What follows belongs to an exercise in optimizing a design on an open flow for small area; a production flow would make more cautious choices. Only simulation tests tie the RTL to the original design; equivalence was not proved. Power figures rest on the tool's default switching activity, not on a simulated workload.

run 1:
// signal_meter_top
module signal_meter_top (
    input  logic        clk,
    input  logic        rst_n,
    input  logic        measure_en,
    input  logic        sample_valid,
    input  logic [7:0]  sample_data,
    output logic [15:0] freq_out,
    output logic [15:0] amplitude_out,
    output logic [15:0] duty_out,
    output logic        freq_is_khz,
    output logic        results_updated
);
    logic [13:0] win;
    logic        tick, wzero, wfb;
    assign wzero = (win[12:0] == 13'd0);
    assign tick  = measure_en & wzero & win[13];
    assign wfb   = win[13] ^ win[11] ^ win[1] ^ win[0] ^ wzero;
    always_ff @(posedge clk or negedge rst_n) begin
        if (!rst_n)           win <= '0;
        else if (!measure_en) win <= '0;
        else                  win <= {win[12:0], wfb};
    end
    logic hi, vh, xing, prev_low;
    assign hi    = sample_data[7];
    assign vh    = sample_valid & hi;
    assign xing = vh & prev_low;
    always_ff @(posedge clk or negedge rst_n) begin
  ...
export LEC_CHECK = 0
export CAP_MARGIN = 20
export CORE_MARGIN = 2
export CORE_UTILIZATION = 40
export CTS_BUF_LIST = sky130_fd_sc_hd__clkbuf_8
export SLEW_MARGIN = 20
create_clock -name core_clock -period 10.0 [get_ports {clk}]
standard.sh (not shown) runs the stock make flow with config.mk's settings and CLKGATE_MAP_FILE= SYNTH_SCRIPT=/design/flow/synth_recipe.tcl, a recipe that flattens the netlist after the stock synthesis.
==> flow/flow/run.sh <==
#!/bin/bash
# Own layout flow: the standard synthesis, then its combinational gates are
# re-mapped for area with Yosys/ABC (registers untouched: same instances, names
# and cells), proven equivalent, then the standard layout steps with the
# port buffers made of the smallest plain buffer cell and a clock tree
# without dummy loads.
# Each tool's output goes to a log_*.txt file in the work folder.
set -euo pipefail
W=$(pwd)
R=$W/orfs/results/$FLOW_PLATFORM/signal_meter_top/base
YOSYS=$FLOW_HOME/../tools/install/yosys/bin/yosys
[ -x "$YOSYS" ] || YOSYS=yosys
LIB=$FLOW_HOME/platforms/$FLOW_PLATFORM/lib/sky130_fd_sc_hd__tt_025C_1v80.lib
DU=$(sed 's/^/-dont_use /' $W/flow/dont_use.txt | tr '\n' ' ')

# ports get the smallest plain buffer instead of a delay cell
export BUFFER_PORTS_ARGS="-buffer_cell sky130_fd_sc_hd__buf_1"
# clock tree of clkbuf_8 without dummy loads
export CTS_ARGS="-sink_clustering_enable -repair_clock_nets -buf_list sky130_fd_sc_hd__clkbuf_8 -dont_use_dummy_load"

bash standard.sh synth > $W/log_synth.txt 2>&1
cp $R/1_2_yosys.v $W/std_1_2_yosys.v

subst() {
  sed -e "s#@LIB@#$LIB#g" -e "s#@IN@#$W/std_1_2_yosys.v#g" -e "s#@OUT@#$W/reopt.v#g" \
      -e "s#@WORK@#$W#g" -e "s#@DU@#$DU#g" "$1" > "$2"
}
subst $W/flow/reopt.ys $W/reopt_run.ys
subst $W/flow/eqcheck.ys $W/eqcheck_run.ys

use_reopt=0
if $YOSYS -q -l $W/log_reopt.txt $W/reopt_run.ys > /dev/null 2>&1; then
  # the registers must be exactly the standard synthesis's
  regs() { grep -E '^\s*sky130_fd_sc_hd__(df|edf|sdf|sedf|dl)' "$1" | awk '{print $1, $2}' | sort; }
  if [ "$(regs $W/std_1_2_yosys.v)" == "$(regs $W/reopt.v)" ] && ! grep -qE '^\s*\\\$' $W/reopt.v; then
    if $YOSYS -q -l $W/log_eqcheck.txt $W/eqcheck_run.ys > /dev/null 2>&1; then
      use_reopt=1
    fi
  fi
fi
echo "use_reopt=$use_reopt" | tee $W/log_choice.txt

if [ $use_reopt = 1 ]; then
  cp $W/reopt.v $R/1_2_yosys.v
  rm -f $R/1_synth.odb $R/1_synth.sdc
fi
bash standard.sh > $W/log_layout.txt 2>&1
==> flow/flow/area.abc <==
strash
dc2
&get -n
&deepsyn -T 40
&put
dch -f
amap
Other scripts of this flow, unchanged in this note and not shown: flow/flow/dont_use.txt, flow/flow/eqcheck.ys, flow/flow/reopt.ys
Inputs modified between run 1 and run 2:
# run 1
export LEC_CHECK = 0
export CAP_MARGIN = 20
export CORE_MARGIN = 2
export CORE_UTILIZATION = 40
export CTS_BUF_LIST = sky130_fd_sc_hd__clkbuf_8
export SLEW_MARGIN = 20
create_clock -name core_clock -period 10.0 [get_ports {clk}]
# run 2
export LEC_CHECK = 0
export CAP_MARGIN = 20
export CORE_MARGIN = 2
export CORE_UTILIZATION = 40
export CTS_BUF_LIST = sky130_fd_sc_hd__clkbuf_8
export GPL_TIMING_DRIVEN = 0
export SLEW_MARGIN = 20
create_clock -name core_clock -period 10.0 [get_ports {clk}]
### Flow results
Layout cell share with drive strength beyond 1: lower on run 1. Summary of run 2 over run 1: proportion of power drawn by combinational gates rose 0.3 points; total power rose 0.49%. Run 2 does better than run 1 on minimum clock period. The via count of the first global-routing pass in run 2 sits 0.96% below the value recorded for run 1. On detailed-route via count: run 2 sits below run 1. In the metrics for run 1 and run 2, the one carrying the lower first-iteration DRC count is run 2. Sequential share of layout area came out lower on run 2 than on run 1. Delta (run 2 minus run 1): setup slack of the critical path after layout moved up; hold slack moved down. For the highest attainable clock frequency, run 2 came in 0.56 MHz higher than run 1 did.
## Diff of input files: run 3 against run 2
# run 2
export LEC_CHECK = 0
export CAP_MARGIN = 20
export CORE_MARGIN = 2
export CORE_UTILIZATION = 40
export CTS_BUF_LIST = sky130_fd_sc_hd__clkbuf_8
export GPL_TIMING_DRIVEN = 0
export SLEW_MARGIN = 20
create_clock -name core_clock -period 10.0 [get_ports {clk}]
# run 3
export LEC_CHECK = 0
export CAP_MARGIN = 20
export CORE_MARGIN = 2
export CORE_UTILIZATION = 40
export CTS_BUF_LIST = sky130_fd_sc_hd__clkbuf_8
export SLEW_MARGIN = 20
create_clock -name core_clock -period 10.0 [get_ports {clk}]
-- flow/flow/run.sh --
<<< run 2, line 5
# port buffers made of the smallest plain buffer cell and a clock tree
# without dummy loads.
# Each tool's output goes to a log_*.txt file in the work folder.
>>> run 3, line 5
# port buffers made of the smallest plain buffer cell and a clock tree
# without dummy loads, and a single tie cell for the constant outputs.
# Each tool's output goes to a log_*.txt file in the work folder.
<<< run 2, line 17
export BUFFER_PORTS_ARGS="-buffer_cell sky130_fd_sc_hd__buf_1"
# clock tree of clkbuf_8 without dummy loads
>>> run 3, line 17
export BUFFER_PORTS_ARGS="-buffer_cell sky130_fd_sc_hd__buf_1"
# one tie cell for all constant outputs
export SKIP_REPAIR_TIE_FANOUT=1
# clock tree of clkbuf_8 without dummy loads
==> flow/flow/area.abc <==
strash
dc2
&get -n
&deepsyn -T 40 -o
&put
dch -f
amap
&get -n
&deepsyn -T 30 -o
&put
dch -f
amap
==> comparison <==
- Run 3 went all the way through synthesis, placement and routing and the layout is clean on timing, DRC and antenna.
- Run 2 | stages: all done | timing, DRC, antenna: all pass
- On number of hold-repair buffers added at the cts stage, run 2 and run 3 are basically level.
- Lower setup slack was reported by run 2, not run 3.
- Compared with run 2, run 3 shows a lower largest fanout on the critical path.
- The run with more routed wire is run 2, not run 3.
- Run 3: critical path depth is 15 lower than what run 2 reported.
- Clock power essentially unchanged between run 3 and run 2.
- Switching power of the nets in run 3 is 0.054 mW below run 2.
- Diff run 2 -> run 3: worst setup slack after placement has increased, average detailed-routed wire length per instance shows a reduction of about 2.6%, area added between synthesis and finish dropped 1.2 points.
Input changes introduced in run 4 (baseline for comparison: run 3):
# run 3
export LEC_CHECK = 0
export CAP_MARGIN = 20
export CORE_MARGIN = 2
export CORE_UTILIZATION = 40
export CTS_BUF_LIST = sky130_fd_sc_hd__clkbuf_8
export SLEW_MARGIN = 20
create_clock -name core_clock -period 10.0 [get_ports {clk}]
# run 4
export LEC_CHECK = 0
export CAP_MARGIN = 20
export CORE_MARGIN = 2
export CORE_UTILIZATION = 40
export CTS_BUF_LIST = sky130_fd_sc_hd__clkbuf_8
export GPL_TIMING_DRIVEN = 0
export SLEW_MARGIN = 20
create_clock -name core_clock -period 10.0 [get_ports {clk}]
==> flow/flow/area.abc <==
strash
dc2
&get -n
&deepsyn -T 40
&put
dch -f
amap
Findings:
For run 3, the worst setup path startpoint was sample_data[1], unlike run 4, where it was sample_data[2]. Compared with run 3, run 4 shows total power higher by about 0.9%. The transition at the pin with the smallest max-transition slack of run 4 is higher than that of run 3. Going from run 3 to run 4, the sequential share of layout area was found to have gone down by 0.36 points. Run 4 ended with every stage complete and zero timing, DRC or antenna violations. Summary of run 4 over run 3: mean instance size in the synthesized netlist increased about 0.6%; share of final-layout standard cells stronger than drive strength 1 increased 0.22 points.

---

== v6 ==
signal_meter_top again, from the RTL that the note above started with.
==> flow/config.mk <==
export PLATFORM = sky130hd
export DESIGN_NAME = signal_meter_top
export DESIGN_NICKNAME = signal_meter_top
export VERILOG_FILES = /design/flow/design.v
export SDC_FILE = /design/flow/constraint.sdc
export NUM_CORES = 4
export LEC_CHECK = 0
export CAP_MARGIN = 0
export CORE_MARGIN = 2
export CORE_UTILIZATION = 40
export CTS_BUF_LIST = sky130_fd_sc_hd__clkbuf_8
export SLEW_MARGIN = 0
==> flow/constraint.sdc <==
create_clock -name core_clock -period 10.0 [get_ports {clk}]
set_input_delay 2.0000 -clock core_clock [delete_from_list [all_inputs] [get_ports {clk}]]
set_output_delay 2.0000 -clock core_clock [all_outputs]
set_load 0.01 [all_outputs]
==> flow/flow/run.sh <==
#!/bin/bash
# Own layout flow: the standard synthesis, then its combinational gates are
# re-mapped for area with Yosys/ABC (registers untouched: same instances, names
# and cells), proven equivalent, then the standard layout steps with the
# port buffers made of the smallest plain buffer cell and a clock tree
# without dummy loads, and a single tie cell for the constant outputs.
# Each tool's output goes to a log_*.txt file in the work folder.
set -euo pipefail
W=$(pwd)
R=$W/orfs/results/$FLOW_PLATFORM/signal_meter_top/base
YOSYS=$FLOW_HOME/../tools/install/yosys/bin/yosys
[ -x "$YOSYS" ] || YOSYS=yosys
LIB=$FLOW_HOME/platforms/$FLOW_PLATFORM/lib/sky130_fd_sc_hd__tt_025C_1v80.lib
DU=$(sed 's/^/-dont_use /' $W/flow/dont_use.txt | tr '\n' ' ')

# ports get the smallest plain buffer instead of a delay cell
export BUFFER_PORTS_ARGS="-buffer_cell sky130_fd_sc_hd__buf_1"
# one tie cell for all constant outputs
export SKIP_REPAIR_TIE_FANOUT=1
# clock tree of clkbuf_8 without dummy loads
export CTS_ARGS="-sink_clustering_enable -repair_clock_nets -buf_list sky130_fd_sc_hd__clkbuf_8 -dont_use_dummy_load"

bash standard.sh synth > $W/log_synth.txt 2>&1
cp $R/1_2_yosys.v $W/std_1_2_yosys.v

subst() {
  sed -e "s#@LIB@#$LIB#g" -e "s#@IN@#$W/std_1_2_yosys.v#g" -e "s#@OUT@#$W/reopt.v#g" \
      -e "s#@WORK@#$W#g" -e "s#@DU@#$DU#g" "$1" > "$2"
}
subst $W/flow/reopt.ys $W/reopt_run.ys
subst $W/flow/eqcheck.ys $W/eqcheck_run.ys

use_reopt=0
if $YOSYS -q -l $W/log_reopt.txt $W/reopt_run.ys > /dev/null 2>&1; then
  # the registers must be exactly the standard synthesis's
  regs() { grep -E '^\s*sky130_fd_sc_hd__(df|edf|sdf|sedf|dl)' "$1" | awk '{print $1, $2}' | sort; }
  if [ "$(regs $W/std_1_2_yosys.v)" == "$(regs $W/reopt.v)" ] && ! grep -qE '^\s*\\\$' $W/reopt.v; then
    if $YOSYS -q -l $W/log_eqcheck.txt $W/eqcheck_run.ys > /dev/null 2>&1; then
      use_reopt=1
    fi
  fi
fi
echo "use_reopt=$use_reopt" | tee $W/log_choice.txt

if [ $use_reopt = 1 ]; then
  cp $W/reopt.v $R/1_2_yosys.v
  rm -f $R/1_synth.odb $R/1_synth.sdc
fi
bash standard.sh > $W/log_layout.txt 2>&1
==> flow/flow/area.abc <==
strash
dc2
&get -n
&deepsyn -T 40 -o
&put
dch -f
amap
&get -n
&deepsyn -T 30 -o
&put
dch -f
amap
Other scripts of this flow, unchanged in this note and not shown: flow/flow/dont_use.txt, flow/flow/eqcheck.ys, flow/flow/reopt.ys
Inputs modified between v6 and v7:
Settings: a change of SLEW_MARGIN from 0 to 20; a change of CAP_MARGIN from 0 to 20.
==> flow/flow/area.abc <==
strash
dc2
&get -n
&deepsyn -T 40
&put
dch -f
amap
--- outcome ---
Taking v6 as the reference, in v7 global-route wire length before repair increased by 660 µm relative to the old numbers, total wirelength of the detailed-routed design increased by 3.6% relative to the old numbers, final critical path time including I/O delays and setup decreased by 66 ps relative to the old numbers.
Compared with v6, in v7 total length of routed met2 wires grew by 5.8%, multi-input gate share of total cell area grew by 0.27 points, instance count on the critical path shrank by 3, routed length on met1 grew by 410 µm.
Worst slack at placement (lower): v6

==> afterwards: timing with drivers on the ports <==
The flow's constraints put no driver on any port. The routed layouts listed below were extracted and timed again, unchanged, in two steps.
Step 1 (the two cells are an assumption about what drives the block):
set clk [get_ports {clk}]
set_driving_cell -lib_cell sky130_fd_sc_hd__clkbuf_16 $clk
set_driving_cell -lib_cell sky130_fd_sc_hd__buf_2 [delete_from_list [all_inputs] $clk]
Step 2 times the ports against the registers' clock, not the clock port: input delays grow and output delays shrink by t, the midpoint of the rising clock arrivals with the driver on.
a / b / c = ideal ports / drivers / drivers and shift; a / b = the first two.
run	t (ns)	setup WS [ns]	worst setup path at the end	clock arrival spread, ns	worst register clock-pin slew, ns
run 1	0.484	2.522 / 2.522 / 2.522	register to register	0.035 / 0.035	0.10 / 0.10
run 2	0.493	2.553 / 2.553 / 2.553	register to register	0.041 / 0.041	0.10 / 0.10
run 3	0.487	3.407 / 3.428 / 2.941	input to register	0.036 / 0.036	0.10 / 0.10
run 4	0.478	3.028 / 3.047 / 2.569	input to register	0.031 / 0.031	0.09 / 0.09
v6	0.487	3.409 / 3.430 / 2.943	input to register	0.037 / 0.037	0.10 / 0.10
v7	0.487	3.475 / 3.489 / 3.002	input to register	0.024 / 0.024	0.09 / 0.09
After both steps setup and hold are still met in every run listed. For v7, which loses most, drivers alone change the setup slack by +0.014 ns; drivers and shift together by -0.473 ns.
